Source: an optimization exercise on an open RTL-to-GDS flow (aim: small area, a short achievable clock period and few clock cycles). Production flows keep margins and buffers that such runs may drop. In this exercise RTL edits were held to simulation tests only and were not proved equivalent to the original.

==> flow/design.v, too long to show whole: its modules and the start of the top module <==
// module stick_radial_dead_zone: 2107 lines
// module srdz_sumsq: 1453 lines
// module srdz_mulabs: 1426 lines
module stick_radial_dead_zone #(
    parameter int SAMPLE_BITS = 16
) (
    input  logic                            aclk,
    input  logic                            aresetn,
    input  logic                            cfg_we,
    input  logic [srdz_pkg::DEAD_W-1:0]     cfg_wdata,    
    input  logic                            s_tvalid,
    output logic                            s_tready,
    input  logic [2*srdz_pkg::DATA_W-1:0]   s_tdata,      
    output logic                            m_tvalid,
    input  logic                            m_tready,
    output logic [2*srdz_pkg::DATA_W-1:0]   m_tdata,      
    output logic [0:0]                      m_tuser       
);
  // ...
==> flow/run.sh <==
#!/bin/bash
# synth_recipe.tcl (not shown) runs the flow's synth.tcl, then flattens the netlist and writes it again
# the make line also repeats each setting of config.mk as NAME=value (left out here)
make -C /OpenROAD-flow-scripts/flow DESIGN_CONFIG=/design/flow/config.mk WORK_HOME=/design/flow/orfs CLKGATE_MAP_FILE= SYNTH_SCRIPT=/design/flow/synth_recipe.tcl finish
==> flow/config.mk <==
export PLATFORM = sky130hd
export DESIGN_NAME = stick_radial_dead_zone
export DESIGN_NICKNAME = stick_radial_dead_zone
export VERILOG_FILES = /design/flow/design.v
export SDC_FILE = /design/flow/constraint.sdc
export NUM_CORES = 4
export LEC_CHECK = 0
export ABC_AREA = 1
export CAP_MARGIN = 30
export CORE_MARGIN = 2
export CORE_UTILIZATION = 55
export CTS_BUF_LIST = sky130_fd_sc_hd__clkbuf_8
export CTS_CLUSTER_SIZE = 30
export SETUP_SLACK_MARGIN = 3.5
export SLEW_MARGIN = 30
export TNS_END_PERCENT = 0
==> flow/constraint.sdc <==
create_clock -name core_clock -period 8.0 [get_ports {aclk}]
set_input_delay 1.6000 -clock core_clock [delete_from_list [all_inputs] [get_ports {aclk}]]
set_output_delay 1.6000 -clock core_clock [all_outputs]
set_load 0.01 [all_outputs]
==> results.sh, run 1 <==
export IMPL_syn_inst=12298
export IMPL_whs_ns=0.288
export IMPL_tritoncts="yes"
export IMPL_use_met1_pct=34.1
export IMPL_cts_max_level=5
export IMPL_grt_pass1_vias=89454
export IMPL_r2r_end="p6_A0[14]"
export IMPL_num_tap_cells=2975
export IMPL_dieArea_sq_um=228000
export IMPL_antenna_left=0
export IMPL_max_freq_ghz=0.187
export IMPL_bufAreaShareNonClock_pct=3.07
export IMPL_grt_pass1_wl_um=488000
export IMPL_outcome="timing/DRC/antenna clean"
export IMPL_drv_cap=0
export IMPL_initial_core_util_pct=55.4
export IMPL_synth_seq_area_share_pct=44.7
export IMPL_holdPathStages=0
export IMPL_start_kind="flop"
export IMPL_crit_path_frequent_cell="nand2_1"
export IMPL_io_buffers=86
export IMPL_nFlopsAndLatches=1859
export IMPL_tightest_slew_ns=1.14
export IMPL_synth_mux_area_share_pct=0.107
export IMPL_postCtsSetupBuffers=203
export IMPL_inverters=1787
export IMPL_drt_initial_drc_count=5896
export IMPL_regArea_sq_um=55100
export IMPL_final_cells=16059
export IMPL_cp_depth=37
export IMPL_drc=0
export IMPL_grt_max_degree=186
export IMPL_hp_start="nden[11]"
export IMPL_tns_ns=0
export IMPL_most_common_layout_cells="nand2_1, inv_1, edfxtp_1"
export IMPL_buffers=458
export IMPL_synth_warning_count=1
export IMPL_postSynthAreaPerCell_sq_um=10.0
export IMPL_drt_pass1_iter_count=6
Testbench counts, summed over its fixed seeds: cycles 12,184.
==> run 2: changes to the inputs <==
--- a/flow/config.mk
+++ b/flow/config.mk
@@ -8,9 +8,9 @@
 export ABC_AREA = 1
 export CAP_MARGIN = 30
 export CORE_MARGIN = 2
-export CORE_UTILIZATION = 55
+export CORE_UTILIZATION = 65
 export CTS_BUF_LIST = sky130_fd_sc_hd__clkbuf_8
 export CTS_CLUSTER_SIZE = 30
-export SETUP_SLACK_MARGIN = 3.5
+export SETUP_SLACK_MARGIN = 3.0
 export SLEW_MARGIN = 30
 export TNS_END_PERCENT = 0
==> run 2 against run 1 <==
  * Utilization increased by 11 points
  * Largest cell class unchanged
  * Die area decreased by 15%
  * Via count is 2.4% higher
  * Cell area down 0.50%
  * Clock skew increased by 0.0075 ns
  * Still clean on timing, DRC and antenna
  * Sequential share of layout area rose by 0.20 points
  * Setup slack worse by 0.021 ns
==> results.sh, run 2 <==
export IMPL_hp_start="nden[12]"
export IMPL_layout_commonest_cell="nand2_1"
export IMPL_worst_path_max_fanout=7
export IMPL_skew_ns=0.0974
export IMPL_ys_ff_latch=1859
export IMPL_dp_cells=14688
export IMPL_postSynthAreaPerCell_sq_um=10.0
export IMPL_tritoncts="yes"
export IMPL_synth_seq_area_share_pct=44.7
export IMPL_pre_cts_slack_ns=1.67
export IMPL_use_met2_pct=53.2
export IMPL_rrSetupSlack_ns=2.62
export IMPL_max_freq_ghz=0.186
export IMPL_grt_usage_pct=32.1
export IMPL_drive_gt1_share_pct=9.90
export IMPL_final_cells=15574
export IMPL_use_met1_pct=41.5
export IMPL_syn_to_final_growth_pct=11.5
export IMPL_crit_arrival_ns=6.20
export IMPL_synth_warning_count=1
export IMPL_yosysMostFrequentCell="nand2_1"
export IMPL_synth_edf_count=1788
export IMPL_grt_pass1_vias=90310
export IMPL_path_class="flop to flop"
export IMPL_overflow=0
export IMPL_syn_area_sq_um=123000
export IMPL_drv_cap=0
export IMPL_rsz0062_at_grt="true"
export IMPL_critPathRequiredTime_ns=8.83
export IMPL_min_period_ns=5.38
export IMPL_cts_max_level=5
export IMPL_grt_pass1_wl_um=483000
export IMPL_dieArea_sq_um=193000
export IMPL_yosysUniqueCellTypes=77
export IMPL_endpoint_kind="flop"
export IMPL_period_share_pct=67.2
export IMPL_synthTopCellsByArea="edfxtp_1, ha_1, fa_1, nand2_1, inv_1"
export IMPL_slew_headroom_pct=27.1
export IMPL_via_per_inst=5.77
export IMPL_tightest_slew_ns=1.09
export IMPL_drt_pass1_iter_count=6
export IMPL_num_nets_final=14620
export IMPL_tns_ns=0
export IMPL_fp_dieW_um=440
export IMPL_wire_per_inst_um=19.9
export IMPL_num_vias=89881
export IMPL_fillers=13246
export IMPL_clockBufferDepth=4
export IMPL_hp_class="flop to flop"
export IMPL_cts_root_buf="clkbuf_8"
export IMPL_antenna_found_initial=14
export IMPL_stdcell_area_sq_um=138000
export IMPL_cp_startpoint="p13_y[2]"
export IMPL_antenna_left=0
export IMPL_r2r_start="p13_y[2]"
export IMPL_reg2reg_depth=13
export IMPL_synth_fp_nets=14081
export IMPL_cts_sinks=1859
export IMPL_grt_max_degree=192
export IMPL_num_io_pins=87
export IMPL_worstSetupEndpoint="p14_pys[12]"
export IMPL_place_area_sq_um=127000
export IMPL_drt_initial_drc_count=7317
export IMPL_outcome="timing/DRC/antenna clean"
export IMPL_r2r_end="p14_pys[12]"
export IMPL_finalSetupViolCount=0
export IMPL_start_kind="flop"
export IMPL_yosys_area_top_type="edfxtp_1"
export IMPL_clkLatencyLatePin_ns=1.10
export IMPL_io_buffers=86
export IMPL_synth_commonest_cells="nand2_1, edfxtp_1, inv_1, ha_1, nor2_1"
export IMPL_most_common_layout_cells="nand2_1, inv_1, edfxtp_1"
export IMPL_yosys_most_used_dff="edfxtp_1"
export IMPL_wl_um=310000
export IMPL_initial_core_util_pct=65.6
export IMPL_gr_max_usage_layer="met2"
export IMPL_coreArea_sq_um=188000
export IMPL_clkTransAtPathRegs_ns=0.06
export IMPL_slew_violations=0
export IMPL_gp_congestion=0.950
export IMPL_grt_use_met3_pct=5.45
export IMPL_setup_ws_ns=2.62
export IMPL_num_rows=159
export IMPL_synthArstFlopShare_pct=0
export IMPL_holdBufCountCts=0
export IMPL_die_h_um=440
export IMPL_post_synth_top_area_fraction_pct=43.5
export IMPL_cts_buffers=324
export IMPL_dp_hpwl_um=221000
export IMPL_final_util_pct=73.1
export IMPL_syn_inst=12298
export IMPL_finalHoldViolCount=0
export IMPL_drc=0
==> run 2: cell types whose count changed in the layout (fill, tap and decap cells not counted), moves of 5 or more <==
cell,change
bufbuf_16,-6
clkbuf_8,-9
clkinv_1,+17
clkinvlp_4,+8
dfxtp_2,-5
diode_2,+8
ha_1,-5
inv_1,-25
inv_2,+5
nand2_1,+5
nand2_2,-9
o21ai_0,-7
o21ai_2,+11
==> run 2: cell type report <==
cell class	count	area [sq um]	area share, %
Sequential cell	1859	55100	40.1
Tap cell	2495	3120	2.27
Clock inverter	223	1360	0.989
Multi-Input combinational cell	8405	62300	45.3
Inverter	1779	6820	4.96
Clock buffer	336	4620	3.36
Antenna cell	9	22.5	0.0164
Timing Repair inverter	12	92.6	0.0673
Timing Repair Buffer	456	4120	2.99
==> run 2: per-stage QoR <==
step	hold WS [ns]
final	0.328
after global routing	0.337
after CTS	0.330
after detailed placement	0.314
after global placement	0.312
after floorplan	0.310
==> run 2: worst min-delay path by stage <==
stage | depth (start not counted) | endpoint
finish | 0 | nden_s6[12]
global route | 0 | nden_s6[9]
CTS | 0 | nden_s6[12]
detailed placement | 0 | nden_s6[14]
global placement | 0 | nden_s6[4]
floorplan | 0 | nden_s6[0]
==> run 2: per-layer routing <==
metal	up-vias	routed length (um)
li1	42216	-
met1	43231	124000
met2	3503	148000
met3	921	23500
met4	10	14700
met5	-	68
==> run 2: cells by family (layout without fill, tap and decap cells) <==
logic type | after synthesis | after routing | share of synthesized area (%)
XOR/XNOR | 779 | 779 | 5.54
multiplexers | 12 | 12 | 0.107
AO/OA/AOI/OAI | 1951 | 1954 | 8.71
adder cells (fa/ha/maj) | 1731 | 1731 | 21.6
buffers and inverters | 2052 | 2806 | 6.41
flip-flops | 1859 | 1859 | 44.7
other | 0 | 9 | 0
AND/OR/NAND/NOR | 3914 | 3929 | 13.0
==> run 2: repair_timing <==
action,4_1_cts,5_1_grt
pin swaps,56,74
gates cloned,22,13
endpoints found under the setup margin,483,466
buffers inserted,151,129
resized for setup,235,259
==> run 2: critical path: stages, from the launching register on <==
cell        delay [ns]
edfxtp_1          0.61
clkinvlp_4        0.43
nor2_1            0.23
fa_1              0.46
fa_1              0.54
inv_1             0.05
fa_1              0.50
fa_1              0.55
inv_1             0.06
fa_1              0.53
inv_1             0.05
fa_1              0.52
fa_1              0.55
inv_1             0.05

[static timing again, ports no longer ideal]
The results above use ideal ports. As a check the final layouts listed here were re-extracted and re-timed, cells and wires unchanged. Step 1: set_driving_cell puts a clkbuf_16 on aclk and a buf_2 on each other input, an assumption about the parent block. Step 2, shift: input delay + t, output delay - t, t = (earliest + latest rising clock arrival at the registers) / 2. This alone moves slack from input paths to output paths. Three values: ideal ports, drivers, drivers and shift; two values: the first two.
run | t, ns | setup WS [ns] | worst setup path after step 2
run 1 | 1.134 | 2.642 / 2.642 / 2.642 | register to register
run 2 | 1.126 | 2.621 / 2.621 / 2.621 | register to register
After both steps every run listed still meets setup and hold.
